Context: an optimization exercise on an open-source flow, tuned for small area, a short achievable clock period and few clock cycles per item. The choices shown serve that exercise and are no tape-out recipe.
In this exercise RTL edits were held to simulation tests only and were not proved equivalent to the original.

==> flow/design.v (outline; a module is shown in full before it is edited, if it fits) <==
// module sram_sequencer: 145 lines
// module chroma_upsampler: 78 lines
// module fir9_a: 184 lines
// module colour_matrix: 72 lines
// module pixel_x_a: 289 lines
// module pixel_g_a: 266 lines
// module yuv_to_rgb_top: 70 lines
module yuv_to_rgb_top (
	input  logic                Clock_50,
	input  logic                Resetn,
	input  logic                start,
	input  csc_pkg::sram_word_t sram_read_data,
	output csc_pkg::sram_req_t  sram_req,
	output logic                done
);
  // ...
==> flow/flow/run.sh <==
#!/bin/bash
# The standard layout, with the port buffers that global placement inserts
# made of buf_4 cells instead of the default choice.
set -euo pipefail
bash standard.sh synth > synth.log 2>&1
BUFFER_PORTS_ARGS="-buffer_cell sky130_fd_sc_hd__buf_4" bash standard.sh finish > layout.log 2>&1
==> flow/standard.sh <==
#!/bin/bash
# synth_recipe.tcl (not shown) runs the flow's synth.tcl, then flattens the netlist and writes it again
# the make line also repeats each setting of config.mk as NAME=value (left out here)
make -C /OpenROAD-flow-scripts/flow DESIGN_CONFIG=/design/flow/config.mk WORK_HOME=/design/flow/orfs CLKGATE_MAP_FILE= SYNTH_SCRIPT=/design/flow/synth_recipe.tcl "${@:-finish}"
==> flow/config.mk <==
export PLATFORM = sky130hd
export DESIGN_NAME = yuv_to_rgb_top
export DESIGN_NICKNAME = yuv_to_rgb_top
export VERILOG_FILES = /design/flow/design.v
export SDC_FILE = /design/flow/constraint.sdc
export NUM_CORES = 4
export LEC_CHECK = 0
export ABC_AREA = 1
export CAP_MARGIN = 20
export CORE_MARGIN = 2
export CORE_UTILIZATION = 60
export CTS_CLUSTER_DIAMETER = 60
export CTS_CLUSTER_SIZE = 40
export SLEW_MARGIN = 20
==> flow/constraint.sdc <==
create_clock -name core_clock -period 15.0 [get_ports {Clock_50}]
set_input_delay 3.0000 -clock core_clock [delete_from_list [all_inputs] [get_ports {Clock_50}]]
set_output_delay 3.0000 -clock core_clock [all_outputs]
set_load 0.01 [all_outputs]
==> metrics.log, run 1 <==
[metrics] status: finished clean
[metrics] non-filler instance count after layout: 2431
[metrics] antenna cell count: 2
[metrics] detailed-routed wire length on met2: 18.9 mm
[metrics] hold slack: about 0.42 ns
[metrics] Area growth syn-to-layout: 9.71%
[metrics] Post-Route Setup TNS: 0 ns
[metrics] Synth Flop Type: dfxtp_1
[metrics] unrepaired setup endpoints after global routing: false
[metrics] final-stage net count: 2345
[metrics] crit start category: flop
[metrics] worst-case hold path end point: u_upsampler.w[31]$_DFFE_PP_
[metrics] clock-pin slew reported for the worst setup and hold paths after clock tree synthesis: around 0.08 ns
[metrics] largest family of logic cells by synthesized area: adder cells
[metrics] layout clock buffer count: 29
[metrics] highest routed metal layer: met4
[metrics] Buffers, non-clock: 58
[metrics] worst setup path endpoint: sram_req[0]
[metrics] area of the multi-input gates: around 10000 µm²
[metrics] Rel. slew slack: 0.300
[metrics] data required time of the worst path: approximately 12 ns
[metrics] final setup margin: around 11 ns
[metrics] number of sequential cells: 330
[metrics] Hold Startpoint: u_upsampler.w[23]$_DFFE_PP_
[metrics] area of the mapped netlist: around 20000 µm²
[metrics] cell area after placement: slightly above 20000 µm²
[metrics] synth cell count leaders: 435 x inv_1, 273 x nand2_1, 202 x fa_1
[metrics] commonest cells after routing, fill and taps aside: 435 x inv_1, 273 x nand2_1, 202 x fa_1
[metrics] crit path time final: about 4.2 ns
[metrics] floorplan die area: around 35000 µm²
[metrics] Post-synth EDFFs: 157
[metrics] drc violations: 0
[metrics] worst path arrival time: ~1.2 ns
[metrics] FP Rows: 66
[metrics] Max-Cap Viols: 0
[metrics] multi-input gate share of total cell area: 0.450
[metrics] Hold Path Depth: 0
[metrics] leftover overflow at the end of global routing: 0
Testbench counts, summed over its fixed seeds: cycles 39,408, rows 48.
==> run 2, diff against run 1 <==
--- a/flow/config.mk
+++ b/flow/config.mk
@@ -8,7 +8,5 @@
 export ABC_AREA = 1
 export CAP_MARGIN = 20
 export CORE_MARGIN = 2
-export CORE_UTILIZATION = 60
-export CTS_CLUSTER_DIAMETER = 60
-export CTS_CLUSTER_SIZE = 40
+export CORE_UTILIZATION = 40
 export SLEW_MARGIN = 20
==> run 2 against run 1 <==
Against the previous run:
- still clean on timing, DRC and antenna
- core utilization down 22 points
- count of clock-buffer cells in the layout is 17 higher
- maximum frequency increased by 0.88%
- routed wire length grew 0.80%
- die area increased by 49%
- synthesized cell count is the same
- area after synthesis unchanged
- non-clock buffer count unchanged
- critical endpoint unchanged
- highest routed layer unchanged
==> metrics.log, run 2 <==
[metrics] final setup skew: 0.0194 ns (was 0.0264 ns)
[metrics] Hold Startpoint: u_upsampler.w[35]$_DFFE_PP_ (was u_upsampler.w[23]$_DFFE_PP_)
[metrics] delay of the slowest critical-path stage: 0.51 ns (was 0.53 ns)
[metrics] Port Buf Inserts: 53 (unchanged)
[metrics] area of the mapped netlist: 19900 µm² (unchanged)
[metrics] Hold Path Depth: 0 (unchanged)
[metrics] kind of capture point of the worst setup path: primary output (unchanged)
[metrics] Die W: 227 µm (was 186 µm)
[metrics] max-slew violation count: 0 (unchanged)
[metrics] Async S/R FF share, synth: 0.0121 (unchanged)
[metrics] commonest cells after routing, fill and taps aside: 435 x inv_1, 273 x nand2_1, 202 x fa_1 (unchanged)
[metrics] Post-Synth XOR/XNOR Area: 0.0198 (unchanged)
[metrics] Synth Area in Adders: 0.304 (unchanged)
[metrics] cells on worst reg2reg path: 13 (unchanged)
[metrics] Post-synth EDFFs: 157 (unchanged)
[metrics] crit path time final: 4.17 ns (was 4.21 ns)
[metrics] final WL: 43.4 mm (was 43.1 mm)
[metrics] critical register-to-register path endpoint: u_matrix.x_gq$_DFF_P_ (unchanged)
[metrics] TritonCTS clock tree: done (unchanged)
[metrics] Top-Level Pins: 55 (unchanged)
[metrics] final-stage net count: 2354 (was 2345)
[metrics] antenna violations before repair: 0 (unchanged)
[metrics] largest family of logic cells by synthesized area: adder cells (unchanged)
[metrics] Die Y-Extent: 227 µm (was 186 µm)
[metrics] number of vias in the routed layout: 12800 (was 12700)
[metrics] storage element area: 8200 µm² (unchanged)
[metrics] weighted congestion at the end of routability-driven global placement: 0.910 (was 0.945)
[metrics] Pre-antenna DRT Iters: 7 (was 5)
[metrics] transition time of the tightest slew-check pin: 1.12 ns (was 1.05 ns)
[metrics] proportion of synthesized area in mux cells: 0.000504 (unchanged)
[metrics] leading post-synthesis cells by cell area: edfxtp_1 24%, fa_1 20%, dfxtp_1 17%, ha_1 10%, inv_1 8.2% (unchanged)
[metrics] count of clock tree sinks: 330 (unchanged)
[metrics] status: finished clean (unchanged)
[metrics] post-placement setup slack: 11.22 ns (about the same)
[metrics] hold-fix buffers at CTS: 0 (unchanged)
[metrics] Rel. slew slack: 0.255 (was 0.300)
[metrics] pin count of the biggest net entering global routing: 56 (was 50)
[metrics] #FFs+latches synth: 330 (unchanged)
[metrics] Setup Buffers After CTS: 0 (unchanged)
[metrics] Period Utilization, post-route: 0.278 (was 0.280)
[metrics] H-tree level count: 2 (was 1)
[metrics] Synth Flop Type: dfxtp_1 (unchanged)
[metrics] share of final-layout standard cells stronger than drive strength 1: 0.0814 (was 0.0770)
[metrics] Fill cells: 4552 (was 2618)
[metrics] Hold Path Class: flop to flop (unchanged)
[metrics] starting utilization of the core area: 0.406 (was 0.609)
[metrics] flip-flop count of the largest register after layout: 96 (unchanged)
[metrics] gate family responsible for the most delay along the worst path: flip-flops (unchanged)
[metrics] type of the worst setup path: flop to primary output (unchanged)
[metrics] drc violations: 0 (unchanged)
[metrics] leftover overflow at the end of global routing: 0 (unchanged)
[metrics] Yosys top cell area share: 0.237 (unchanged)
[metrics] dominant cell by count in the synthesized netlist: inv_1 (unchanged)
[metrics] number of nets produced by synthesis: 2287 (unchanged)
[metrics] largest fanout of any net on the critical path: 1 (unchanged)
[metrics] endpoints failing setup: 0 (unchanged)
[metrics] Area growth syn-to-layout: 11.4% (was 9.71%)
[metrics] routed vias/inst: 4.79 (was 5.22)
[metrics] synthesized area divided by synthesized cell count: 10.4 µm² (unchanged)
[metrics] clock insertion delay at the later pin of the skew report: 0.56 ns (was 0.59 ns)
[metrics] simple-gate area share of the yosys netlist: 0.114 (unchanged)
[metrics] clock root buffer: clkbuf_16 (unchanged)
[metrics] crit start category: flop (unchanged)
[metrics] Core Region: 49000 µm² (was 32600 µm²)
[metrics] Post-Route Setup TNS: 0 ns (unchanged)
[metrics] via count of the first global-routing pass: 13300 (was 13000)
[metrics] R2R Setup Slk: 11.16 ns (was 11.21 ns)
[metrics] most common cell after layout, fill and taps aside: inv_1 (unchanged)
[metrics] Max-Cap Viols: 0 (unchanged)
[metrics] top cell type by total area after synthesis: edfxtp_1 (unchanged)
[metrics] area of the multi-input gates: 9810 µm² (unchanged)
[metrics] Synth Area in Compound Gates: 0.0557 (unchanged)
[metrics] max frequency: 240 MHz (was 238 MHz)
[metrics] hold slack: 0.411 ns (was 0.422 ns)
[metrics] total CTS buffers: 37 (was 28)
[metrics] cell breakdown of the critical path: buf_4 (unchanged)
[metrics] Buf+Inv Stages, Crit Path: 1 (unchanged)
[metrics] floorplan die area: 51500 µm² (was 34600 µm²)
[metrics] distinct cell type count of the synthesized netlist: 50 (unchanged)
[metrics] count of instances resized after the clock tree is built: 0 (unchanged)
[metrics] HPWL reported at the end of detailed placement: 34.1 mm (was 33.8 mm)
[metrics] CTS Buffer Depth: 3 (unchanged)
[metrics] antenna cell count: 0 (was 2)
[metrics] unrepaired setup endpoints after global routing: false (unchanged)
[metrics] number of hold violations in the final report: 0 (unchanged)
[metrics] RR Startpoint: u_sequencer.sb$_DFF_P_ (unchanged)
[metrics] share of the yosys chip area belonging to registers: 0.413 (unchanged)
[metrics] Global Route Usage Sum: 0.177 (was 0.263)
[metrics] largest reg by FF count: u_upsampler.w (unchanged)
[metrics] number of instances in the synthesized netlist: 1907 (unchanged)
[metrics] count of synthesis-stage warnings from yosys: 3 (unchanged)
[metrics] data required time of the worst path: 12.00 ns (about the same)
[metrics] Starting DRT DRC Count: 700 (was 945)
[metrics] final setup margin: 10.83 ns (was 10.79 ns)
[metrics] worst path arrival time: 1.17 ns (was 1.21 ns)
[metrics] first-pass GRT wire length: 70.3 mm (was 69.0 mm)
[metrics] clock-pin slew reported for the worst setup and hold paths after clock tree synthesis: 0.06 ns (was 0.08 ns)
[metrics] FP Rows: 81 (was 66)
[metrics] detailed-route wire length per cell: 16.3 µm (was 17.7 µm)
[metrics] synth cell count leaders: 435 x inv_1, 273 x nand2_1, 202 x fa_1 (unchanged)
[metrics] cell with the biggest individual delay on the critical path: dfstp_2 (unchanged)
[metrics] worst-case hold path end point: u_upsampler.w[43]$_DFFE_PP_ (was u_upsampler.w[31]$_DFFE_PP_)
[metrics] number of nets with antenna violations after routing: 0 (unchanged)
[run 2: cell counts after synthesis]
Identical to the previous run, type by type.
[run 2: how the worst max path moves through the flow]
stage / slack [ns] / cells after the start / end / from
2_1_floorplan: 11.41 / 1 / sram_req[0] / u_sequencer.we_n_q$_DFF_PN1_
3_3_place_gp: 11.27 / 13 / u_matrix.x_gq$_DFF_P_ / u_sequencer.sb$_DFF_P_
3_5_place_dp: 11.22 / 13 / u_matrix.x_gq$_DFF_P_ / u_sequencer.sb$_DFF_P_
4_1_cts: 10.80 / 1 / sram_req[0] / u_sequencer.we_n_q$_DFF_PN1_
5_1_grt: 10.79 / 1 / sram_req[0] / u_sequencer.we_n_q$_DFF_PN1_
6_report: 10.83 / 1 / sram_req[0] / u_sequencer.we_n_q$_DFF_PN1_
[run 2: area by class of cell]
type	instances	area share
clock inverters	22	0.00927
well taps	664	0.0375
clock buffers	46	0.0452
multi-input cells	1104	0.443
inverters	443	0.0751
flip-flops and latches	330	0.370
repair buffers	58	0.0197
[run 2: layer usage]
layer | GRT usage | vias to the layer above | share of wire
li1 | - | 6165 | -
met1 | 0.251 | 6248 | 0.47
met2 | 0.287 | 296 | 0.46
met3 | 0.0263 | 59 | 0.046
met4 | 0.0416 | 0 | 0.017
met5 | 0 | - | 0
[run 2: logic make-up after synthesis]
| family | Yosys count |
|---|---|
| AOI/OAI and AO/OA | 198 |
| xor gates and xnor gates | 45 |
| adders and majority gates | 361 |
| buffers and inverters | 473 |
| DFF | 330 |
| muxes | 1 |
| other | 1 |
| and+or+nand+nor | 498 |
[run 2: stage by stage]
stage | instances | utilization | instance area, µm²
floorplan | 1907 | - | 19900
global route | 2667 | 0.452 | 22100
detailed placement | 2599 | 0.428 | 20900
CTS | 2667 | 0.452 | 22100
global placement | 2599 | 0.428 | 20900
finish | 2667 | 0.452 | 22100
==> module sram_sequencer, before the edit <==
module sram_sequencer (
	input  logic                Clock_50,
	input  logic                Resetn,
	input  logic                start,
	input  csc_pkg::channel_t   x,
	input  csc_pkg::channel_t   g,
	output logic [34:0]         req,
	output logic                done,
	output logic                push,
	output logic [1:0]          push_src,
	output logic                uh_cap,
	output logic                vh_cap,
	output logic                y_cap,
	output logic                uo_cap,
	output logic [4:0]          phase,
	output logic                sr,
	output logic                sb
);
logic pro;
logic run;
logic [7:0] k;
logic [4:0] ph;
logic [7:0] hold_b;
logic [7:0] hold_g;
logic [17:0] addr_q;
logic [15:0] wd_q;
logic we_n_q;
logic [17:0] nxt_addr;
logic nxt_we_n;
logic [7:0] kp1;
logic [6:0] cw;
logic [8:0] k3;
logic k_ge7;
logic tail;
logic virt;
logic k_nz;
logic k_end;
logic idle;
assign req = {addr_q, wd_q, we_n_q};
assign idle = !pro && !run;
assign tail = (k >= 8'd155) && (k <= 8'd160);
assign virt = (k == 8'd255);
assign k_nz = (k != 8'd0);
assign k_end = (k == 8'd160);
assign k_ge7 = (k >= 8'd7);
always_comb begin
	push = 1'b0;
	push_src = 2'd0;
	uh_cap = 1'b0;
	vh_cap = 1'b0;
	if (pro) begin
		push = (k >= 8'd3);
		if (k == 8'd9) push_src = 2'd2;
		else if (k == 8'd10) push_src = 2'd3;
		else begin
			uh_cap = k[0];
			vh_cap = !k[0];
		end
	end else if (run) begin
		if (ph[0]) begin
			push = 1'b1;
			push_src = (!k[0] && !tail) ? 2'd1 : 2'd2;
		end
		if (ph[1]) begin
			push = 1'b1;
			push_src = (!k[0] && !tail) ? 2'd0 : 2'd3;
			uh_cap = k[0] && !tail;
			vh_cap = !k[0] && !tail;
		end
	end
end
assign y_cap = ph[0];
assign uo_cap = ph[4];
assign phase = ph;
assign kp1 = k + 8'd1;
assign cw = k[7:1] + 7'd3;
assign k3 = {k, 1'b0} + {1'b0, k};
always_comb begin
	nxt_addr = {10'd0, kp1};
	nxt_we_n = 1'b1;
	if (idle) begin
		nxt_addr = csc_pkg::u_base;
	end else if (pro) begin
		if (k == 8'd11) nxt_addr = csc_pkg::u_base | 18'd2;
		else nxt_addr = (k[0] ? csc_pkg::v_base : csc_pkg::u_base) | {17'd0, k_ge7};
	end else begin
		if (ph[3]) begin
			nxt_addr = (k[0] ? csc_pkg::v_base : csc_pkg::u_base) | {11'd0, cw};
		end else if (ph[4]) begin
			nxt_addr = csc_pkg::rgb_base | {9'd0, k3};
			nxt_we_n = virt;
		end else if (ph[0] || ph[1]) begin
			nxt_addr = csc_pkg::rgb_base | {9'd0, addr_q[8:0] + 9'd1};
			nxt_we_n = !k_nz || virt;
		end
	end
end
always_ff @(posedge Clock_50 or negedge Resetn) begin
	if (!Resetn) begin
		pro <= 1'b0;
		run <= 1'b0;
		done <= 1'b0;
		we_n_q <= 1'b1;
	end else begin
		we_n_q <= nxt_we_n;
		if (idle) begin
			if (start) begin
				pro <= 1'b1;
				done <= 1'b0;
			end
		end else if (pro) begin
			if (k == 8'd12) begin
				pro <= 1'b0;
				run <= 1'b1;
			end
		end else if (ph[2] && k_end) begin
			run <= 1'b0;
			done <= 1'b1;
		end
	end
end
always_ff @(posedge Clock_50) begin
	addr_q <= nxt_addr;
	if (idle) begin
		k <= 8'd1;
	end else if (pro) begin
		if (k == 8'd12) begin
			k <= 8'd255;
			ph <= 5'b00001;
		end else begin
			k <= kp1;
		end
	end else begin
		ph <= {ph[3:0], ph[4]};
		if (ph[4]) k <= kp1;
	end
	sr <= ph[2] || ph[3];
	sb <= ph[1] || ph[4];
	if (ph[3]) hold_b <= x;
	hold_g <= g;
	if (ph[4]) wd_q <= {x, g};
	else if (ph[0]) wd_q <= {hold_b, x};
	else wd_q <= {hold_g, x};
end
endmodule
==> run 3, diff against run 2 <==
--- a/flow/design.v
+++ b/flow/design.v
@@ -41,7 +41,7 @@
 logic [7:0] hold_g;
 logic [17:0] addr_q;
 logic [15:0] wd_q;
-logic we_n_q;
+logic we_q;
 logic [17:0] nxt_addr;
 logic nxt_we_n;
 logic [7:0] kp1;
@@ -53,7 +53,7 @@
 logic k_nz;
 logic k_end;
 logic idle;
-assign req = {addr_q, wd_q, we_n_q};
+assign req = {addr_q, wd_q, !we_q};
 assign idle = !pro && !run;
 assign tail = (k >= 8'd155) && (k <= 8'd160);
 assign virt = (k == 8'd255);
@@ -117,9 +117,9 @@
 		pro <= 1'b0;
 		run <= 1'b0;
 		done <= 1'b0;
-		we_n_q <= 1'b1;
+		we_q <= 1'b0;
 	end else begin
-		we_n_q <= nxt_we_n;
+		we_q <= !nxt_we_n;
 		if (idle) begin
 			if (start) begin
 				pro <= 1'b1;
==> run 3 against run 2 <==
Against the previous run:
- routed wire length up 0.55%
- core utilization up 0.14 points
- cell area up 0.30%
- worst setup slack better by 0.046 ns
- die area about the same
- hold slack better by 0.0033 ns
- area after synthesis about the same
==> metrics.log, run 3 <==
[metrics] Pre-antenna DRT Iters: 5 (was 7)
[metrics] crit path time final: 4.12 ns (was 4.17 ns)
[metrics] CTS Buffer Depth: 3 (unchanged)
[metrics] number of nets produced by synthesis: 2283 (was 2287)
[metrics] final setup skew: 0.0195 ns (was 0.0194 ns)
[metrics] cell breakdown of the critical path: buf_4 (unchanged)
[metrics] antenna violations before repair: 0 (unchanged)
[metrics] top cell type by total area after synthesis: edfxtp_1 (unchanged)
[metrics] Synth Flop Type: dfxtp_1 (unchanged)
[metrics] delay of the slowest critical-path stage: 0.42 ns (was 0.51 ns)
[metrics] via count of the first global-routing pass: 13300 (about the same)
[metrics] largest fanout of any net on the critical path: 6 (was 1)
[metrics] count of instances resized after the clock tree is built: 0 (unchanged)
[metrics] final-stage net count: 2352 (was 2354)
[metrics] Fill cells: 4537 (was 4552)
[metrics] commonest cells after routing, fill and taps aside: 433 x inv_1, 271 x nand2_1, 202 x fa_1 (was 435 x inv_1, 273 x nand2_1, 202 x fa_1)
[metrics] kind of capture point of the worst setup path: primary output (unchanged)
[metrics] number of vias in the routed layout: 12700 (was 12800)
[metrics] worst path arrival time: 1.12 ns (was 1.17 ns)
[metrics] count of synthesis-stage warnings from yosys: 3 (unchanged)
[metrics] Top-Level Pins: 55 (unchanged)
[metrics] flip-flop count of the largest register after layout: 96 (unchanged)
[metrics] crit start category: flop (unchanged)
[metrics] type of the worst setup path: flop to primary output (unchanged)
[metrics] Max-Cap Viols: 0 (unchanged)
[metrics] share of final-layout standard cells stronger than drive strength 1: 0.0755 (was 0.0814)
[metrics] RR Startpoint: u_sequencer.sb$_DFF_P_ (unchanged)
[metrics] Starting DRT DRC Count: 693 (was 700)
[metrics] Area growth syn-to-layout: 11.9% (was 11.4%)
[metrics] synth cell count leaders: 433 x inv_1, 271 x nand2_1, 202 x fa_1 (was 435 x inv_1, 273 x nand2_1, 202 x fa_1)
[metrics] starting utilization of the core area: 0.406 (about the same)
[metrics] number of instances in the synthesized netlist: 1903 (was 1907)
[metrics] Yosys top cell area share: 0.237 (about the same)
[metrics] non-filler instance count after layout: 2664 (was 2667)
[metrics] most common cell after layout, fill and taps aside: inv_1 (unchanged)
[metrics] largest reg by FF count: u_upsampler.w (unchanged)
[metrics] Post-synth EDFFs: 157 (unchanged)
[metrics] Global Route Usage Sum: 0.180 (was 0.177)
[metrics] leading post-synthesis cells by cell area: edfxtp_1 24%, fa_1 20%, dfxtp_1 17%, ha_1 10%, inv_1 8.2% (unchanged)
[metrics] pin count of the biggest net entering global routing: 85 (was 56)
[metrics] Period Utilization, post-route: 0.275 (was 0.278)
[metrics] endpoints failing setup: 0 (unchanged)
[metrics] gate family responsible for the most delay along the worst path: flip-flops (unchanged)
[metrics] TritonCTS clock tree: done (unchanged)
[metrics] antenna cell count: 0 (unchanged)
[metrics] number of nets with antenna violations after routing: 0 (unchanged)
[metrics] Hold Path Class: flop to flop (unchanged)
[metrics] detailed-route wire length per cell: 16.4 µm (was 16.3 µm)
[metrics] logic depth of the worst path, buffers included: 1 (unchanged)
[metrics] floorplan die area: 51400 µm² (was 51500 µm²)
[metrics] Setup Buffers After CTS: 0 (unchanged)
[metrics] worst-case hold path end point: u_upsampler.w[94]$_DFFE_PP_ (was u_upsampler.w[43]$_DFFE_PP_)
[metrics] share of the yosys chip area belonging to registers: 0.413 (about the same)
[metrics] cells on worst reg2reg path: 13 (unchanged)
[metrics] weighted congestion at the end of routability-driven global placement: 0.906 (was 0.910)
[metrics] synthesized area divided by synthesized cell count: 10.4 µm² (about the same)
[metrics] routed vias/inst: 4.77 (was 4.79)
[metrics] critical register-to-register path endpoint: u_matrix.x_gq$_DFF_P_ (unchanged)
[metrics] Hold Path Depth: 0 (unchanged)
[metrics] clock root buffer: clkbuf_16 (unchanged)
[metrics] Placed Instances: 2596 (was 2599)
[metrics] Hold Startpoint: u_upsampler.w[86]$_DFFE_PP_ (was u_upsampler.w[35]$_DFFE_PP_)
[metrics] FP Rows: 81 (unchanged)
[metrics] number of hold violations in the final report: 0 (unchanged)
[metrics] data required time of the worst path: 12.00 ns (about the same)
[metrics] Die Y-Extent: 227 µm (about the same)
[metrics] H-tree level count: 2 (unchanged)
[metrics] Buf+Inv Stages, Crit Path: 1 (unchanged)
[metrics] Post-Route Setup TNS: 0 ns (unchanged)
[metrics] area of the mapped netlist: 19900 µm² (about the same)
[metrics] first-pass GRT wire length: 71.1 mm (was 70.3 mm)
[metrics] final WL: 43.6 mm (was 43.4 mm)
[metrics] clock insertion delay at the later pin of the skew report: 0.55 ns (was 0.56 ns)
[metrics] distinct cell type count of the synthesized netlist: 51 (was 50)
[metrics] R2R Setup Slk: 11.20 ns (was 11.16 ns)
[metrics] Core Region: 49000 µm² (unchanged)
[metrics] transition time of the tightest slew-check pin: 1.05 ns (was 1.12 ns)
[metrics] hold-fix buffers at CTS: 0 (unchanged)
[metrics] Async S/R FF share, synth: 0.0121 (unchanged)
[metrics] HPWL reported at the end of detailed placement: 34.5 mm (was 34.1 mm)
[metrics] dominant cell by count in the synthesized netlist: inv_1 (unchanged)
[metrics] clock-pin slew reported for the worst setup and hold paths after clock tree synthesis: 0.06 ns (about the same)
[metrics] max-slew violation count: 0 (unchanged)
[metrics] total CTS buffers: 37 (unchanged)
[metrics] unrepaired setup endpoints after global routing: false (unchanged)
[metrics] Port Buf Inserts: 53 (unchanged)
[metrics] max frequency: 242 MHz (was 240 MHz)
[metrics] status: finished clean (unchanged)
[metrics] leftover overflow at the end of global routing: 0 (unchanged)
[metrics] Die W: 227 µm (about the same)
[metrics] count of clock tree sinks: 330 (unchanged)
[metrics] drc violations: 0 (unchanged)
[metrics] Rel. slew slack: 0.302 (was 0.255)
[metrics] #FFs+latches synth: 330 (unchanged)
[metrics] cell with the biggest individual delay on the critical path: dfxtp_1 (was dfstp_2)
-- run 3: area by class of cell --
type | instances | area, µm² | share of cell area
clock buffers | 53 | 1080 | 0.0486
flip-flops and latches | 330 | 8200 | 0.369
well taps | 664 | 831 | 0.0374
clock inverters | 14 | 175 | 0.00789
repair buffers | 59 | 450 | 0.0203
multi-input cells | 1105 | 9820 | 0.442
inverters | 439 | 1650 | 0.0743
-- run 3: worst max path at each step --
stage,startpoint,to
after global placement,u_sequencer.sb$_DFF_P_,u_matrix.x_gq$_DFF_P_
after floorplan,u_sequencer.addr_q[12]$_SDFF_PP1_,sram_req[27]
after CTS,u_sequencer.addr_q[6]$_SDFF_PP0_,sram_req[23]
final,u_sequencer.addr_q[6]$_SDFF_PP0_,sram_req[23]
after global routing,u_sequencer.sb$_DFF_P_,u_matrix.x_gq$_DFF_P_
after detailed placement,u_sequencer.sb$_DFF_P_,u_matrix.x_gq$_DFF_P_
-- run 3: stage by stage --
step / hold WS (ns) / utilization / area [µm²] / setup WS (ns)
floorplan: 0.400 / - / 19900 / 11.49
global placement: 0.401 / 0.428 / 20900 / 11.25
detailed placement: 0.405 / 0.428 / 20900 / 11.25
CTS: 0.416 / 0.453 / 22200 / 10.84
global route: 0.424 / 0.454 / 22200 / 10.77
finish: 0.414 / 0.454 / 22200 / 10.88
-- run 3: cells by family (layout without fill, tap and decap cells) --
| group | after synthesis | count (layout) | synth area share |
|---|---|---|---|
| AND/OR/NAND/NOR | 503 | 503 | 0.115 |
| AO/OA/AOI/OAI | 194 | 194 | 0.0549 |
| flip-flops | 330 | 330 | 0.413 |
| other | 1 | 1 | 0.000189 |
| XOR/XNOR | 45 | 45 | 0.0199 |
| multiplexers | 1 | 1 | 0.000504 |
| buffers and inverters | 468 | 565 | 0.0924 |
| adder cells (fa/ha/maj) | 361 | 361 | 0.304 |
-- run 3: routing by layer --
metal  global-route usage  wire length [µm]
met4               0.0537               920
met3               0.0253              2220
met2                0.286             19900
met1                0.255             20600
met5                    0                 0
Testbench counts of run 3, summed over its fixed seeds: cycles 39,408, rows 48.
==> module chroma_upsampler, before the edit <==
module chroma_upsampler (
	input  logic                Clock_50,
	input  csc_pkg::sram_word_t sram_read_data,
	input  logic                push,
	input  logic [1:0]          push_src,
	input  logic                uh_cap,
	input  logic                vh_cap,
	input  logic                y_cap,
	input  logic                uo_cap,
	input  logic [4:0]          phase,
	output csc_pkg::sample_t    y,
	output csc_pkg::sample_t    u,
	output csc_pkg::sample_t    v,
	output csc_pkg::sample_t    c
);
logic [11:0][7:0] w;
logic [15:0] uh;
logic [7:0] vh;
logic [15:0] yh;
logic [7:0] uoh;
logic [7:0] pin;
logic [8:0] sum_o;
logic [8:0] sum_m;
logic [8:0] sum_i;
logic [9:0] s0;
logic [9:0] s1;
logic c8;
logic [9:0] s0_q;
logic [9:0] s1_q;
logic c8_q;
logic [9:0] acc;
logic [7:0] fir;
always_comb begin
	case (push_src)
		2'd0: pin = sram_read_data[15:8];
		2'd1: pin = uh[15:8];
		2'd2: pin = uh[7:0];
		default: pin = vh;
	endcase
end
fir9_a u_fir (
	.p  (sum_o),
	.q  (sum_m),
	.r  (sum_i),
	.s0 (s0),
	.s1 (s1),
	.c8 (c8)
);
assign acc = s0_q + s1_q + {9'd0, c8_q};
assign fir = acc[9] ? 8'd0 : (acc[8] ? 8'd255 : acc[7:0]);
always_ff @(posedge Clock_50) begin
	if (push) w <= {w[10:0], pin};
	if (uh_cap) uh <= sram_read_data;
	if (vh_cap) vh <= sram_read_data[7:0];
	if (y_cap) yh <= sram_read_data;
	sum_o <= {1'b0, w[11]} + {1'b0, w[1]};
	sum_m <= {1'b0, w[9]} + {1'b0, w[3]};
	sum_i <= {1'b0, w[7]} + {1'b0, w[5]};
	s0_q <= s0;
	s1_q <= s1;
	c8_q <= c8;
	if (uo_cap) uoh <= fir;
	if (phase[2]) begin
		u <= w[9];
		v <= w[8];
	end else begin
		u <= uoh;
		v <= fir;
	end
	if (phase[1] || phase[2]) begin
		y <= yh[15:8];
		c <= w[8];
	end else begin
		y <= yh[7:0];
		c <= phase[3] ? fir : uoh;
	end
end
endmodule
==> module colour_matrix, before the edit <==
module colour_matrix (
	input  logic              Clock_50,
	input  csc_pkg::sample_t  y,
	input  csc_pkg::sample_t  u,
	input  csc_pkg::sample_t  v,
	input  csc_pkg::sample_t  c,
	input  logic              sr,
	input  logic              sb,
	output csc_pkg::channel_t x,
	output csc_pkg::channel_t g
);
logic [10:0] x_h0;
logic [10:0] x_h1;
logic [10:0] g_h0;
logic [10:0] g_h1;
logic x_c8;
logic x_g;
logic x_p;
logic g_c8;
logic g_g;
logic g_p;
logic [10:0] x_h0q;
logic [10:0] x_h1q;
logic [10:0] g_h0q;
logic [10:0] g_h1q;
logic x_c8q;
logic x_gq;
logic x_pq;
logic g_c8q;
logic g_gq;
logic g_pq;
pixel_x_a u_rb (
	.y    (y),
	.c    (c),
	.sr   (sr),
	.sb   (sb),
	.x_h0 (x_h0),
	.x_h1 (x_h1),
	.x_c8 (x_c8),
	.x_g  (x_g),
	.x_p  (x_p)
);
pixel_g_a u_g (
	.y    (y),
	.u    (u),
	.v    (v),
	.g_h0 (g_h0),
	.g_h1 (g_h1),
	.g_c8 (g_c8),
	.g_g  (g_g),
	.g_p  (g_p)
);
always_ff @(posedge Clock_50) begin
	x_h0q <= x_h0;
	x_h1q <= x_h1;
	x_c8q <= x_c8;
	x_gq <= x_g;
	x_pq <= x_p;
	g_h0q <= g_h0;
	g_h1q <= g_h1;
	g_c8q <= g_c8;
	g_gq <= g_g;
	g_pq <= g_p;
end
function automatic csc_pkg::channel_t clip(input logic [10:0] s);
	if (s[10]) clip = 8'd0;
	else if (s[9] || s[8]) clip = 8'd255;
	else clip = s[7:0];
endfunction
assign x = clip(x_h0q + x_h1q + {10'd0, x_gq | (x_pq & x_c8q)});
assign g = clip(g_h0q + g_h1q + {10'd0, g_gq | (g_pq & g_c8q)});
endmodule
==> module yuv_to_rgb_top, before the edit <==
module yuv_to_rgb_top (
	input  logic                Clock_50,
	input  logic                Resetn,
	input  logic                start,
	input  csc_pkg::sram_word_t sram_read_data,
	output csc_pkg::sram_req_t  sram_req,
	output logic                done
);
logic [34:0] req;
logic push;
logic [1:0] push_src;
logic uh_cap;
logic vh_cap;
logic y_cap;
logic uo_cap;
logic [4:0] phase;
logic sr;
logic sb;
csc_pkg::sample_t y;
csc_pkg::sample_t u;
csc_pkg::sample_t v;
csc_pkg::sample_t c;
csc_pkg::channel_t x;
csc_pkg::channel_t g;
assign sram_req = req;
sram_sequencer u_sequencer (
	.Clock_50 (Clock_50),
	.Resetn   (Resetn),
	.start    (start),
	.x        (x),
	.g        (g),
	.req      (req),
	.done     (done),
	.push     (push),
	.push_src (push_src),
	.uh_cap   (uh_cap),
	.vh_cap   (vh_cap),
	.y_cap    (y_cap),
	.uo_cap   (uo_cap),
	.phase    (phase),
	.sr       (sr),
	.sb       (sb)
);
chroma_upsampler u_upsampler (
	.Clock_50       (Clock_50),
	.sram_read_data (sram_read_data),
	.push           (push),
	.push_src       (push_src),
	.uh_cap         (uh_cap),
	.vh_cap         (vh_cap),
	.y_cap          (y_cap),
	.uo_cap         (uo_cap),
	.phase          (phase),
	.y              (y),
	.u              (u),
	.v              (v),
	.c              (c)
);
colour_matrix u_matrix (
	.Clock_50 (Clock_50),
	.y        (y),
	.u        (u),
	.v        (v),
	.c        (c),
	.sr       (sr),
	.sb       (sb),
	.x        (x),
	.g        (g)
);
endmodule
==> run 4, diff against run 3 <==
--- a/flow/design.v
+++ b/flow/design.v
@@ -173,7 +173,6 @@
 	input  logic [4:0]          phase,
 	output csc_pkg::sample_t    y,
 	output csc_pkg::sample_t    u,
-	output csc_pkg::sample_t    v,
 	output csc_pkg::sample_t    c
 );
 logic [11:0][7:0] w;
@@ -223,13 +222,7 @@
 	s1_q <= s1;
 	c8_q <= c8;
 	if (uo_cap) uoh <= fir;
-	if (phase[2]) begin
-		u <= w[9];
-		v <= w[8];
-	end else begin
-		u <= uoh;
-		v <= fir;
-	end
+	u <= phase[2] ? w[9] : uoh;
 	if (phase[1] || phase[2]) begin
 		y <= yh[15:8];
 		c <= w[8];
@@ -428,7 +421,6 @@
 	input  logic              Clock_50,
 	input  csc_pkg::sample_t  y,
 	input  csc_pkg::sample_t  u,
-	input  csc_pkg::sample_t  v,
 	input  csc_pkg::sample_t  c,
 	input  logic              sr,
 	input  logic              sb,
@@ -469,7 +461,7 @@
 pixel_g_a u_g (
 	.y    (y),
 	.u    (u),
-	.v    (v),
+	.v    (c),
 	.g_h0 (g_h0),
 	.g_h1 (g_h1),
 	.g_c8 (g_c8),
@@ -1072,7 +1064,6 @@
 logic sb;
 csc_pkg::sample_t y;
 csc_pkg::sample_t u;
-csc_pkg::sample_t v;
 csc_pkg::sample_t c;
 csc_pkg::channel_t x;
 csc_pkg::channel_t g;
@@ -1107,14 +1098,12 @@
 	.phase          (phase),
 	.y              (y),
 	.u              (u),
-	.v              (v),
 	.c              (c)
 );
 colour_matrix u_matrix (
 	.Clock_50 (Clock_50),
 	.y        (y),
 	.u        (u),
-	.v        (v),
 	.c        (c),
 	.sr       (sr),
 	.sb       (sb),
--- a/flow/config.mk
+++ b/flow/config.mk
@@ -9,4 +9,6 @@
 export CAP_MARGIN = 20
 export CORE_MARGIN = 2
 export CORE_UTILIZATION = 40
+export CTS_CLUSTER_DIAMETER = 80
+export CTS_CLUSTER_SIZE = 25
 export SLEW_MARGIN = 20
==> run 4 against run 3 <==
Against the previous run:
- synthesized cell count decreased by 2.0%
- global-route usage decreased by 0.72 points
- hold slack improved by 0.0092 ns
- die area decreased by 1.6%
- register-to-register slack improved by 0.05 ns
- critical path depth unchanged
- via count decreased by 2.5%
- critical endpoint is now sram_req[21]
==> metrics.log, run 4 <==
[metrics] Rel. slew slack: 0.279 (was 0.302)
[metrics] starting utilization of the core area: 0.407 (was 0.406)
[metrics] clock root buffer: clkbuf_16 (unchanged)
[metrics] antenna cell count: 0 (unchanged)
[metrics] unrepaired setup endpoints after global routing: false (unchanged)
[metrics] flip-flop count of the largest register after layout: 96 (unchanged)
[metrics] Hold Startpoint: u_upsampler.w[37]$_DFFE_PP_ (was u_upsampler.w[86]$_DFFE_PP_)
[metrics] share of final-layout standard cells stronger than drive strength 1: 0.0637 (was 0.0755)
[metrics] max frequency: 241 MHz (was 242 MHz)
[metrics] non-filler instance count after layout: 2547 (was 2664)
[metrics] #FFs+latches synth: 322 (was 330)
[metrics] area of the multi-input gates: 9730 µm² (was 9820 µm²)
[metrics] Core Region: 47900 µm² (was 49000 µm²)
[metrics] Post-synth EDFFs: 157 (unchanged)
[metrics] routed vias/inst: 4.87 (was 4.77)
[metrics] final WL: 41.9 mm (was 43.6 mm)
[metrics] type of the worst setup path: flop to primary output (unchanged)
[metrics] hold slack: 0.423 ns (was 0.414 ns)
[metrics] Synth Flop Type: dfxtp_1 (unchanged)
[metrics] synth cell count leaders: 421 x inv_1, 262 x nand2_1, 202 x fa_1 (was 433 x inv_1, 271 x nand2_1, 202 x fa_1)
[metrics] number of nets produced by synthesis: 2244 (was 2283)
[metrics] number of vias in the routed layout: 12400 (was 12700)
[metrics] Die Y-Extent: 225 µm (was 227 µm)
[metrics] H-tree level count: 1 (was 2)
[metrics] Port Buf Inserts: 53 (unchanged)
[metrics] storage element area: 8040 µm² (was 8200 µm²)
[metrics] endpoints failing setup: 0 (unchanged)
[metrics] data required time of the worst path: 12.00 ns (about the same)
[metrics] clock insertion delay at the later pin of the skew report: 0.56 ns (was 0.55 ns)
[metrics] hold-fix buffers at CTS: 0 (unchanged)
[metrics] TritonCTS clock tree: done (unchanged)
[metrics] commonest cells after routing, fill and taps aside: 421 x inv_1, 262 x nand2_1, 202 x fa_1 (was 433 x inv_1, 271 x nand2_1, 202 x fa_1)
[metrics] HPWL reported at the end of detailed placement: 33.4 mm (was 34.5 mm)
[metrics] gate family responsible for the most delay along the worst path: flip-flops (unchanged)
[metrics] Pre-antenna DRT Iters: 7 (was 5)
[metrics] Buf+Inv Stages, Crit Path: 1 (unchanged)
[metrics] synthesized area divided by synthesized cell count: 10.5 µm² (was 10.4 µm²)
[metrics] top cell type by total area after synthesis: edfxtp_1 (unchanged)
[metrics] Starting DRT DRC Count: 796 (was 693)
[metrics] Top-Level Pins: 55 (unchanged)
[metrics] kind of capture point of the worst setup path: primary output (unchanged)
[metrics] pin count of the biggest net entering global routing: 82 (was 85)
[metrics] leading post-synthesis cells by cell area: edfxtp_1 24%, fa_1 21%, dfxtp_1 16%, ha_1 10%, inv_1 8.1% (was edfxtp_1 24%, fa_1 20%, dfxtp_1 17%, ha_1 10%, inv_1 8.2%)
[metrics] delay of the slowest critical-path stage: 0.44 ns (was 0.42 ns)
[metrics] most common cell after layout, fill and taps aside: inv_1 (unchanged)
[metrics] count of instances resized after the clock tree is built: 0 (unchanged)
[metrics] weighted congestion at the end of routability-driven global placement: 0.926 (was 0.906)
[metrics] Max-Cap Viols: 0 (unchanged)
[metrics] Placed Instances: 2509 (was 2596)
[metrics] clock-pin slew reported for the worst setup and hold paths after clock tree synthesis: 0.10 ns (was 0.06 ns)
[metrics] distinct cell type count of the synthesized netlist: 51 (unchanged)
[metrics] cell breakdown of the critical path: buf_4 (unchanged)
[metrics] share of the yosys chip area belonging to registers: 0.411 (was 0.413)
[metrics] count of synthesis-stage warnings from yosys: 3 (unchanged)
[metrics] count of clock tree sinks: 322 (was 330)
[metrics] final setup skew: 0.0369 ns (was 0.0195 ns)
[metrics] number of nets with antenna violations after routing: 0 (unchanged)
[metrics] Die W: 225 µm (was 227 µm)
[metrics] number of hold violations in the final report: 0 (unchanged)
[metrics] drc violations: 0 (unchanged)
[metrics] final-stage net count: 2297 (was 2352)
[metrics] CTS Buffer Depth: 3 (unchanged)
[metrics] status: finished clean (unchanged)
[metrics] largest reg by FF count: u_upsampler.w (unchanged)
[metrics] via count of the first global-routing pass: 12900 (was 13300)
[metrics] Async S/R FF share, synth: 0.0124 (was 0.0121)
[metrics] Area growth syn-to-layout: 9.09% (was 11.9%)
[metrics] RR Startpoint: u_sequencer.sb$_DFF_P_ (unchanged)
[metrics] Fill cells: 4437 (was 4537)
[metrics] FP Rows: 80 (was 81)
[metrics] Global Route Usage Sum: 0.173 (was 0.180)
[metrics] leftover overflow at the end of global routing: 0 (unchanged)
[metrics] cell with the biggest individual delay on the critical path: dfxtp_1 (unchanged)
[metrics] crit path time final: 4.15 ns (was 4.12 ns)
[metrics] Post-Route Setup TNS: 0 ns (unchanged)
[metrics] Period Utilization, post-route: 0.277 (was 0.275)
[metrics] first-pass GRT wire length: 68.9 mm (was 71.1 mm)
[metrics] Yosys top cell area share: 0.241 (was 0.237)
[metrics] first element of the critical path: u_sequencer.addr_q[4]$_SDFF_PP0_ (was u_sequencer.addr_q[6]$_SDFF_PP0_)
[metrics] max-slew violation count: 0 (unchanged)
[metrics] floorplan die area: 50600 µm² (was 51400 µm²)
[metrics] crit start category: flop (unchanged)
[metrics] antenna violations before repair: 1 (was 0)
[metrics] largest fanout of any net on the critical path: 6 (unchanged)
[metrics] detailed-route wire length per cell: 16.5 µm (was 16.4 µm)
[metrics] Setup Buffers After CTS: 0 (unchanged)
[metrics] area of the mapped netlist: 19500 µm² (was 19900 µm²)
[metrics] dominant cell by count in the synthesized netlist: inv_1 (unchanged)
[metrics] worst path arrival time: 1.15 ns (was 1.12 ns)
[metrics] number of instances in the synthesized netlist: 1864 (was 1903)
[metrics] transition time of the tightest slew-check pin: 1.08 ns (was 1.05 ns)
[metrics] total CTS buffers: 21 (was 37)
[metrics] Hold Path Class: flop to flop (unchanged)
==> run 4: final timing paths <==
path	endpoint	slack, ns	cells past startpoint
setup / recovery	sram_req[21]	10.85	1
hold / removal	u_upsampler.w[45]$_DFFE_PP_	0.42	0
setup reg to reg	u_matrix.x_gq$_DFF_P_	11.25	13
hold reg to reg	u_upsampler.w[45]$_DFFE_PP_	0.42	0
max in group asynchronous	u_sequencer.we_q$_DFF_PN0_	12.67	1
min in group asynchronous	u_sequencer.done$_DFFE_PN0P_	2.23	1
==> run 4: routing by layer <==
metal | vias to the layer above | track usage | part of all wire
li1 | 5989 | - | -
met1 | 6072 | 0.240 | 0.46
met2 | 272 | 0.284 | 0.46
met3 | 64 | 0.0270 | 0.049
met4 | 0 | 0.0419 | 0.023
met5 | - | 0 | 0
==> run 4: cells by family after synthesis <==
logic type | after synthesis | synth area share
and+or+nand+nor | 486 | 0.111
muxes | 1 | 0.000512
AOI/OAI and AO/OA | 192 | 0.0558
DFF | 322 | 0.411
buffers and inverters | 453 | 0.0907
adders and majority gates | 361 | 0.309
xor gates and xnor gates | 48 | 0.0215
other | 1 | 0.000192
==> run 4: cell type report <==
type / count / area share
timing repair buffer: 58 / 0.0204
inverter: 425 / 0.0750
multi-input combinational: 1089 / 0.457
clock inverter: 11 / 0.00910
clock buffer: 27 / 0.0257
sequential: 322 / 0.377
tap: 615 / 0.0361
==> run 4: metrics by stage <==
| step | utilization | setup WS, ns | cell area, µm² |
|---|---|---|---|
| after floorplan | - | 11.49 | 19500 |
| after global placement | 0.429 | 11.43 | 20600 |
| after detailed placement | 0.429 | 11.30 | 20600 |
| after CTS | 0.445 | 10.83 | 21300 |
| after global routing | 0.445 | 10.79 | 21300 |
| final | 0.445 | 10.85 | 21300 |
Testbench counts of run 4, summed over its fixed seeds: cycles 39,408, rows 48.
==> run 5, diff against run 4 <==
--- a/flow/config.mk
+++ b/flow/config.mk
@@ -9,6 +9,4 @@
 export CAP_MARGIN = 20
 export CORE_MARGIN = 2
 export CORE_UTILIZATION = 40
-export CTS_CLUSTER_DIAMETER = 80
-export CTS_CLUSTER_SIZE = 25
 export SLEW_MARGIN = 20
==> run 5 against run 4 <==
Against the previous run:
- non-clock buffer count unchanged
- clock skew decreased by 0.0071 ns
- cell area increased by 1.9%
- synthesized cell count unchanged
- via count increased by 0.90%
- worst setup slack improved by 0.021 ns
- critical endpoint unchanged
- largest cell class unchanged
==> metrics.log, run 5 <==
[metrics] status: finished clean (unchanged)
[metrics] area of the mapped netlist: 19500 µm² (unchanged)
[metrics] Period Utilization, post-route: 0.275 (was 0.277)
[metrics] leading post-synthesis cells by cell area: edfxtp_1 24%, fa_1 21%, dfxtp_1 16%, ha_1 10%, inv_1 8.1% (unchanged)
[metrics] synthesized area divided by synthesized cell count: 10.5 µm² (unchanged)
[metrics] data required time of the worst path: 12.00 ns (about the same)
[metrics] worst path arrival time: 1.13 ns (was 1.15 ns)
[metrics] most common cell after layout, fill and taps aside: inv_1 (unchanged)
[metrics] unrepaired setup endpoints after global routing: false (unchanged)
[metrics] share of the yosys chip area belonging to registers: 0.411 (unchanged)
[metrics] Global Route Usage Sum: 0.176 (was 0.173)
[metrics] transition time of the tightest slew-check pin: 1.10 ns (was 1.08 ns)
[metrics] Pre-antenna DRT Iters: 6 (was 7)
[metrics] dominant cell by count in the synthesized netlist: inv_1 (unchanged)
[metrics] count of instances resized after the clock tree is built: 0 (unchanged)
[metrics] starting utilization of the core area: 0.407 (unchanged)
[metrics] Buf+Inv Stages, Crit Path: 1 (unchanged)
[metrics] synth cell count leaders: 421 x inv_1, 262 x nand2_1, 202 x fa_1 (unchanged)
[metrics] Post-Route Setup TNS: 0 ns (unchanged)
[metrics] Starting DRT DRC Count: 786 (was 796)
[metrics] flip-flop count of the largest register after layout: 96 (unchanged)
[metrics] number of nets with antenna violations after routing: 0 (unchanged)
[metrics] via count of the first global-routing pass: 13100 (was 12900)
[metrics] Hold Path Class: flop to flop (unchanged)
[metrics] clock insertion delay at the later pin of the skew report: 0.56 ns (about the same)
[metrics] crit path time final: 4.13 ns (was 4.15 ns)
[metrics] Die Y-Extent: 225 µm (unchanged)
[metrics] Fill cells: 4421 (was 4437)
[metrics] number of instances in the synthesized netlist: 1864 (unchanged)
[metrics] count of clock tree sinks: 322 (unchanged)
[metrics] hold slack: 0.415 ns (was 0.423 ns)
[metrics] HPWL reported at the end of detailed placement: 33.4 mm (unchanged)
[metrics] CTS Buffer Depth: 3 (unchanged)
[metrics] drc violations: 0 (unchanged)
[metrics] endpoints failing setup: 0 (unchanged)
[metrics] max-slew violation count: 0 (unchanged)
[metrics] total CTS buffers: 36 (was 21)
[metrics] Core Region: 47900 µm² (unchanged)
[metrics] distinct cell type count of the synthesized netlist: 51 (unchanged)
[metrics] clock root buffer: clkbuf_16 (unchanged)
[metrics] share of final-layout standard cells stronger than drive strength 1: 0.0750 (was 0.0637)
[metrics] type of the worst setup path: flop to primary output (unchanged)
[metrics] kind of capture point of the worst setup path: primary output (unchanged)
[metrics] count of synthesis-stage warnings from yosys: 3 (unchanged)
[metrics] final WL: 42.5 mm (was 41.9 mm)
[metrics] gate family responsible for the most delay along the worst path: flip-flops (unchanged)
[metrics] Synth Flop Type: dfxtp_1 (unchanged)
[metrics] antenna violations before repair: 1 (unchanged)
[metrics] Port Buf Inserts: 53 (unchanged)
[metrics] largest fanout of any net on the critical path: 6 (unchanged)
[metrics] Top-Level Pins: 55 (unchanged)
[metrics] detailed-route wire length per cell: 16.5 µm (about the same)
[metrics] number of vias in the routed layout: 12500 (was 12400)
[metrics] max frequency: 242 MHz (was 241 MHz)
[metrics] antenna cell count: 0 (unchanged)
[metrics] floorplan die area: 50600 µm² (unchanged)
[metrics] FP Rows: 80 (unchanged)
[metrics] weighted congestion at the end of routability-driven global placement: 0.926 (unchanged)
[metrics] TritonCTS clock tree: done (unchanged)
[metrics] final-stage net count: 2312 (was 2297)
[metrics] H-tree level count: 2 (was 1)
[metrics] pin count of the biggest net entering global routing: 82 (unchanged)
[metrics] #FFs+latches synth: 322 (unchanged)
[metrics] routed vias/inst: 4.86 (was 4.87)
[metrics] clock-pin slew reported for the worst setup and hold paths after clock tree synthesis: 0.06 ns (was 0.10 ns)
[metrics] delay of the slowest critical-path stage: 0.42 ns (was 0.44 ns)
[metrics] Yosys top cell area share: 0.241 (unchanged)
[metrics] largest reg by FF count: u_upsampler.w (unchanged)
[metrics] Async S/R FF share, synth: 0.0124 (unchanged)
[metrics] Area growth syn-to-layout: 11.1% (was 9.09%)
[metrics] leftover overflow at the end of global routing: 0 (unchanged)
[metrics] hold-fix buffers at CTS: 0 (unchanged)
[metrics] Rel. slew slack: 0.268 (was 0.279)
[metrics] cell with the biggest individual delay on the critical path: dfxtp_1 (unchanged)
[metrics] Die W: 225 µm (unchanged)
[metrics] cell breakdown of the critical path: buf_4 (unchanged)
[metrics] utilization of the core after routing: 0.453 (was 0.445)
[metrics] first-pass GRT wire length: 69.7 mm (was 68.9 mm)
[metrics] Post-synth EDFFs: 157 (unchanged)
[metrics] Max-Cap Viols: 0 (unchanged)
[metrics] commonest cells after routing, fill and taps aside: 421 x inv_1, 262 x nand2_1, 202 x fa_1 (unchanged)
[metrics] final setup skew: 0.0299 ns (was 0.0369 ns)
[metrics] crit start category: flop (unchanged)
[metrics] number of hold violations in the final report: 0 (unchanged)
[metrics] number of nets produced by synthesis: 2244 (unchanged)
[metrics] top cell type by total area after synthesis: edfxtp_1 (unchanged)
[metrics] Setup Buffers After CTS: 0 (unchanged)
run 5: cell count changes in the layout (fill, tap and decap cells not counted), sizes merged:
| cell | delta |
|---|---|
| clkinv | +9 |
| clkinvlp | +3 |
| clkbuf | +19 |
| inv | -4 |
run 5: area by class of cell:
cell class,count,area [µm²],area share
Timing Repair Buffer,58,435,0.0201
Multi-Input combinational cell,1089,9730,0.448
Clock inverter,19,160,0.00738
Tap cell,615,769,0.0354
Inverter,425,1600,0.0736
Sequential cell,322,8040,0.370
Clock buffer,46,980,0.0451
run 5: path summary, 6_finish.rpt:
kind / endpoint / from / slack [ns] / depth (start not counted)
min in group asynchronous: u_sequencer.we_q$_DFF_PN0_ / Resetn / 2.22 / 1
max in group asynchronous: u_sequencer.done$_DFFE_PN0P_ / Resetn / 12.67 / 1
hold reg to reg: u_upsampler.w[92]$_DFFE_PP_ / u_upsampler.w[84]$_DFFE_PP_ / 0.42 / 0
setup / recovery: sram_req[21] / u_sequencer.addr_q[4]$_SDFF_PP0_ / 10.87 / 1
setup reg to reg: u_matrix.x_gq$_DFF_P_ / u_sequencer.sb$_DFF_P_ / 11.22 / 13
hold / removal: u_upsampler.w[92]$_DFFE_PP_ / u_upsampler.w[84]$_DFFE_PP_ / 0.42 / 0
run 5: cells by family after synthesis:
kind of cell	after synthesis	synth area share
fa+ha+maj	361	0.309
other cells	1	0.000192
xor+xnor	48	0.0215
mux	1	0.000512
buf+inv	453	0.0907
simple gates	486	0.111
compound gates	192	0.0558
flops	322	0.411
run 5: through the flow:
stage	cell area (µm²)	instances	setup WS, ns
global placement	20600	2509	11.43
detailed placement	20600	2509	11.30
finish	21700	2574	10.87
global route	21700	2574	10.81
CTS	21700	2574	10.84
floorplan	19500	1864	11.49
run 5: layer usage:
layer / global-route usage / up-vias / wire length [µm]
met1: 0.240 / 6109 / 19500
met2: 0.288 / 295 / 19700
li1: - / 6039 / -
met3: 0.0282 / 66 / 2220
met4: 0.0579 / 0 / 1100
met5: 0 / - / 0
==> run 6, diff against run 5 <==
==> flow/flow/run.sh (replaced) <==
#!/bin/bash
# The standard layout, with the port buffers that global placement inserts
# made of buf_4 cells, and clock tree synthesis clustering 25 sinks within
# 80 um per leaf buffer, without dummy loads.
set -euo pipefail
bash standard.sh synth > synth.log 2>&1
export BUFFER_PORTS_ARGS="-buffer_cell sky130_fd_sc_hd__buf_4"
export CTS_ARGS="-sink_clustering_enable -repair_clock_nets -sink_clustering_size 25 -sink_clustering_max_diameter 80 -dont_use_dummy_load"
bash standard.sh finish > layout.log 2>&1
==> run 6 against run 5 <==
Against the previous run:
- critical endpoint unchanged
- cell area shrank 2.8%
- hold slack gained 0.0061 ns
- count of clock-buffer cells in the layout shrank 25
- clock skew grew 0.051 ns
- die area is the same
- first-iteration DRC count shrank 2.7%
==> metrics.log, run 6 <==
[metrics] final WL: 41.8 mm (was 42.5 mm)
[metrics] largest reg by FF count: u_upsampler.w (unchanged)
[metrics] via count of the first global-routing pass: 12900 (was 13100)
[metrics] share of the yosys chip area belonging to registers: 0.411 (unchanged)
[metrics] max-slew violation count: 0 (unchanged)
[metrics] Pre-antenna DRT Iters: 7 (was 6)
[metrics] distinct cell type count of the synthesized netlist: 51 (unchanged)
[metrics] TritonCTS clock tree: done (unchanged)
[metrics] unrepaired setup endpoints after global routing: false (unchanged)
[metrics] post-route met1 wirelength: 19.2 mm (was 19.5 mm)
[metrics] largest family of logic cells by synthesized area: adder cells (unchanged)
[metrics] transition time of the tightest slew-check pin: 1.09 ns (was 1.10 ns)
[metrics] gate family responsible for the most delay along the worst path: flip-flops (unchanged)
[metrics] number of hold violations in the final report: 0 (unchanged)
[metrics] data required time of the worst path: 12.00 ns (about the same)
[metrics] Max-Cap Viols: 0 (unchanged)
[metrics] antenna cell count: 0 (unchanged)
[metrics] Yosys top cell area share: 0.241 (unchanged)
[metrics] number of nets with antenna violations after routing: 0 (unchanged)
[metrics] antenna violations before repair: 1 (unchanged)
[metrics] proportion of synthesized area in mux cells: 0.000512 (unchanged)
[metrics] total CTS buffers: 21 (was 36)
[metrics] Post-Synth XOR/XNOR Area: 0.0215 (unchanged)
[metrics] met3 routed WL: 2.17 mm (was 2.22 mm)
[metrics] commonest cells after routing, fill and taps aside: 421 x inv_1, 262 x nand2_1, 202 x fa_1 (unchanged)
[metrics] detailed-routed wire length on met2: 19.5 mm (was 19.7 mm)
[metrics] flip-flop count of the largest register after layout: 96 (unchanged)
[metrics] cell breakdown of the critical path: buf_4 (unchanged)
[metrics] endpoints failing setup: 0 (unchanged)
[metrics] synthesized area divided by synthesized cell count: 10.5 µm² (unchanged)
[metrics] most common cell after layout, fill and taps aside: inv_1 (unchanged)
[metrics] weighted congestion at the end of routability-driven global placement: 0.926 (unchanged)
[metrics] Synth Area in Adders: 0.309 (unchanged)
[metrics] delay of the slowest critical-path stage: 0.43 ns (was 0.42 ns)
[metrics] number of instances in the synthesized netlist: 1864 (unchanged)
[metrics] final setup skew: 0.0813 ns (was 0.0299 ns)
[metrics] first-pass GRT wire length: 68.6 mm (was 69.7 mm)
[metrics] Area growth syn-to-layout: 7.98% (was 11.1%)
[metrics] HPWL reported at the end of detailed placement: 33.4 mm (unchanged)
[metrics] worst path arrival time: 1.12 ns (was 1.13 ns)
[metrics] number of vias in the routed layout: 12400 (was 12500)
[metrics] Post-synth EDFFs: 157 (unchanged)
[metrics] final-stage net count: 2297 (was 2312)
[metrics] top cell type by total area after synthesis: edfxtp_1 (unchanged)
[metrics] Placed Instances: 2509 (unchanged)
[metrics] simple-gate area share of the yosys netlist: 0.111 (unchanged)
[metrics] cells on worst reg2reg path: 13 (unchanged)
[metrics] clock root buffer: clkbuf_16 (unchanged)
[metrics] number of nets produced by synthesis: 2244 (unchanged)
[metrics] Top-Level Pins: 55 (unchanged)
[metrics] pin count of the biggest net entering global routing: 82 (unchanged)
[metrics] highest routed metal layer: met4 (unchanged)
[metrics] Global Route Usage Sum: 0.172 (was 0.176)
[metrics] Synth Flop Type: dfxtp_1 (unchanged)
[metrics] max frequency: 243 MHz (was 242 MHz)
[metrics] Starting DRT DRC Count: 765 (was 786)
[metrics] count of clock tree sinks: 322 (unchanged)
[metrics] share of final-layout standard cells stronger than drive strength 1: 0.0585 (was 0.0750)
[metrics] Async S/R FF share, synth: 0.0124 (unchanged)
[metrics] Synth Area in Compound Gates: 0.0558 (unchanged)
[metrics] status: finished clean (unchanged)
[metrics] largest fanout of any net on the critical path: 6 (unchanged)
[metrics] leading post-synthesis cells by cell area: edfxtp_1 24%, fa_1 21%, dfxtp_1 16%, ha_1 10%, inv_1 8.1% (unchanged)
[metrics] area of the mapped netlist: 19500 µm² (unchanged)
[metrics] Rel. slew slack: 0.272 (was 0.268)
[metrics] leftover overflow at the end of global routing: 0 (unchanged)
[metrics] starting utilization of the core area: 0.407 (unchanged)
[metrics] routed vias/inst: 4.89 (was 4.86)
[metrics] drc violations: 0 (unchanged)
[metrics] Buf+Inv Stages, Crit Path: 1 (unchanged)
[metrics] Hold Path Class: flop to flop (unchanged)
[metrics] FP Rows: 80 (unchanged)
[metrics] floorplan die area: 50600 µm² (unchanged)
[metrics] non-filler instance count after layout: 2530 (was 2574)
[metrics] Core Region: 47900 µm² (unchanged)
[metrics] type of the worst setup path: flop to primary output (unchanged)
[metrics] Die Y-Extent: 225 µm (unchanged)
[metrics] cell with the biggest individual delay on the critical path: dfxtp_1 (unchanged)
[metrics] crit start category: flop (unchanged)
[metrics] clock insertion delay at the later pin of the skew report: 0.56 ns (about the same)
[metrics] Port Buf Inserts: 53 (unchanged)
[metrics] Setup Buffers After CTS: 0 (unchanged)
[metrics] count of synthesis-stage warnings from yosys: 3 (unchanged)
[metrics] synth cell count leaders: 421 x inv_1, 262 x nand2_1, 202 x fa_1 (unchanged)
[metrics] crit path time final: 4.12 ns (was 4.13 ns)
[metrics] kind of capture point of the worst setup path: primary output (unchanged)
[metrics] H-tree level count: 1 (was 2)
[metrics] #FFs+latches synth: 322 (unchanged)
[metrics] utilization of the core after routing: 0.440 (was 0.453)
[metrics] CTS Buffer Depth: 3 (unchanged)
[metrics] detailed-route wire length per cell: 16.5 µm (about the same)
[metrics] Post-Route Setup TNS: 0 ns (unchanged)
[metrics] Die W: 225 µm (unchanged)
[metrics] logic depth of the worst path, buffers included: 1 (unchanged)
[metrics] Period Utilization, post-route: 0.274 (was 0.275)
[metrics] clock-pin slew reported for the worst setup and hold paths after clock tree synthesis: 0.09 ns (was 0.06 ns)
[metrics] dominant cell by count in the synthesized netlist: inv_1 (unchanged)
[metrics] hold-fix buffers at CTS: 0 (unchanged)
[metrics] Hold Path Depth: 0 (unchanged)
[metrics] count of instances resized after the clock tree is built: 0 (unchanged)
## run 6: path summary, 6_finish.rpt
kind                                                  start                      endpoint  slack (ns)
setup / recovery           u_sequencer.addr_q[4]$_SDFF_PP0_                  sram_req[21]       10.88
max in group asynchronous                            Resetn    u_sequencer.we_q$_DFF_PN0_       12.65
min in group asynchronous                            Resetn  u_sequencer.done$_DFFE_PN0P_        2.25
setup reg to reg                     u_sequencer.sb$_DFF_P_         u_matrix.x_gq$_DFF_P_       11.23
hold / removal                  u_upsampler.w[52]$_DFFE_PP_   u_upsampler.w[60]$_DFFE_PP_        0.42
hold reg to reg                 u_upsampler.w[52]$_DFFE_PP_   u_upsampler.w[60]$_DFFE_PP_        0.42
## run 6: stage by stage
| step | cell area, µm² | hold slack [ns] | worst slack [ns] |
|---|---|---|---|
| 2_1_floorplan | 19500 | 0.400 | 11.49 |
| 3_3_place_gp | 20600 | 0.402 | 11.43 |
| 3_5_place_dp | 20600 | 0.405 | 11.30 |
| 4_1_cts | 21100 | 0.420 | 10.85 |
| 5_1_grt | 21100 | 0.427 | 10.82 |
| 6_report | 21100 | 0.421 | 10.88 |
## run 6: metal layers
metal / vias to the layer above / GRT usage
li1: 5980 / -
met1: 6053 / 0.239
met2: 282 / 0.283
met3: 56 / 0.0270
met4: 0 / 0.0404
met5: - / 0
## run 6: kinds of logic (layout without fill, tap and decap cells)
kind of cell | Yosys count | in the layout
other | 1 | 1
flip-flops | 322 | 322
AO/OA/AOI/OAI | 192 | 192
adder cells (fa/ha/maj) | 361 | 361
buffers and inverters | 453 | 504
XOR/XNOR | 48 | 48
AND/OR/NAND/NOR | 486 | 486
multiplexers | 1 | 1
## run 6: layout make-up
class,instances,area [µm²]
Multi-Input combinational cell,1089,9730
Sequential cell,322,8040
Clock buffer,21,526
Inverter,425,1600
Tap cell,615,769
Timing Repair Buffer,58,435
Fill cell,4456,26800

## port drivers added, routing unchanged
The flow's constraints put no driver on any port. The routed layouts listed below were extracted and timed again, unchanged, in two steps.
Step 1 (the two cells are an assumption about what drives the block):
set clk [get_ports {Clock_50}]
set_driving_cell -lib_cell sky130_fd_sc_hd__clkbuf_16 $clk
set_driving_cell -lib_cell sky130_fd_sc_hd__buf_2 [delete_from_list [all_inputs] $clk]
Step 2, shift: input delay + t, output delay - t, t = (earliest + latest rising clock arrival at the registers) / 2. This alone moves slack from input paths to output paths.
Three values: ideal, step 1, step 2; two values: the first two.
| run | t, ns | slack for setup (ns) | hold slack, ns |
|---|---|---|---|
| run 1 | 0.629 | 10.793 / 10.737 / 11.208 | 0.422 / 0.422 / 0.422 |
| run 2 | 0.603 | 10.830 / 10.777 / 11.162 | 0.411 / 0.411 / 0.411 |
| run 3 | 0.597 | 10.876 / 10.823 / 11.196 | 0.414 / 0.414 / 0.414 |
| run 4 | 0.599 | 10.851 / 10.796 / 11.254 | 0.423 / 0.423 / 0.423 |
| run 5 | 0.601 | 10.872 / 10.820 / 11.223 | 0.415 / 0.415 / 0.415 |
| run 6 | 0.570 | 10.883 / 10.829 / 11.232 | 0.421 / 0.421 / 0.421 |
After both steps setup and hold are still met in every run listed.
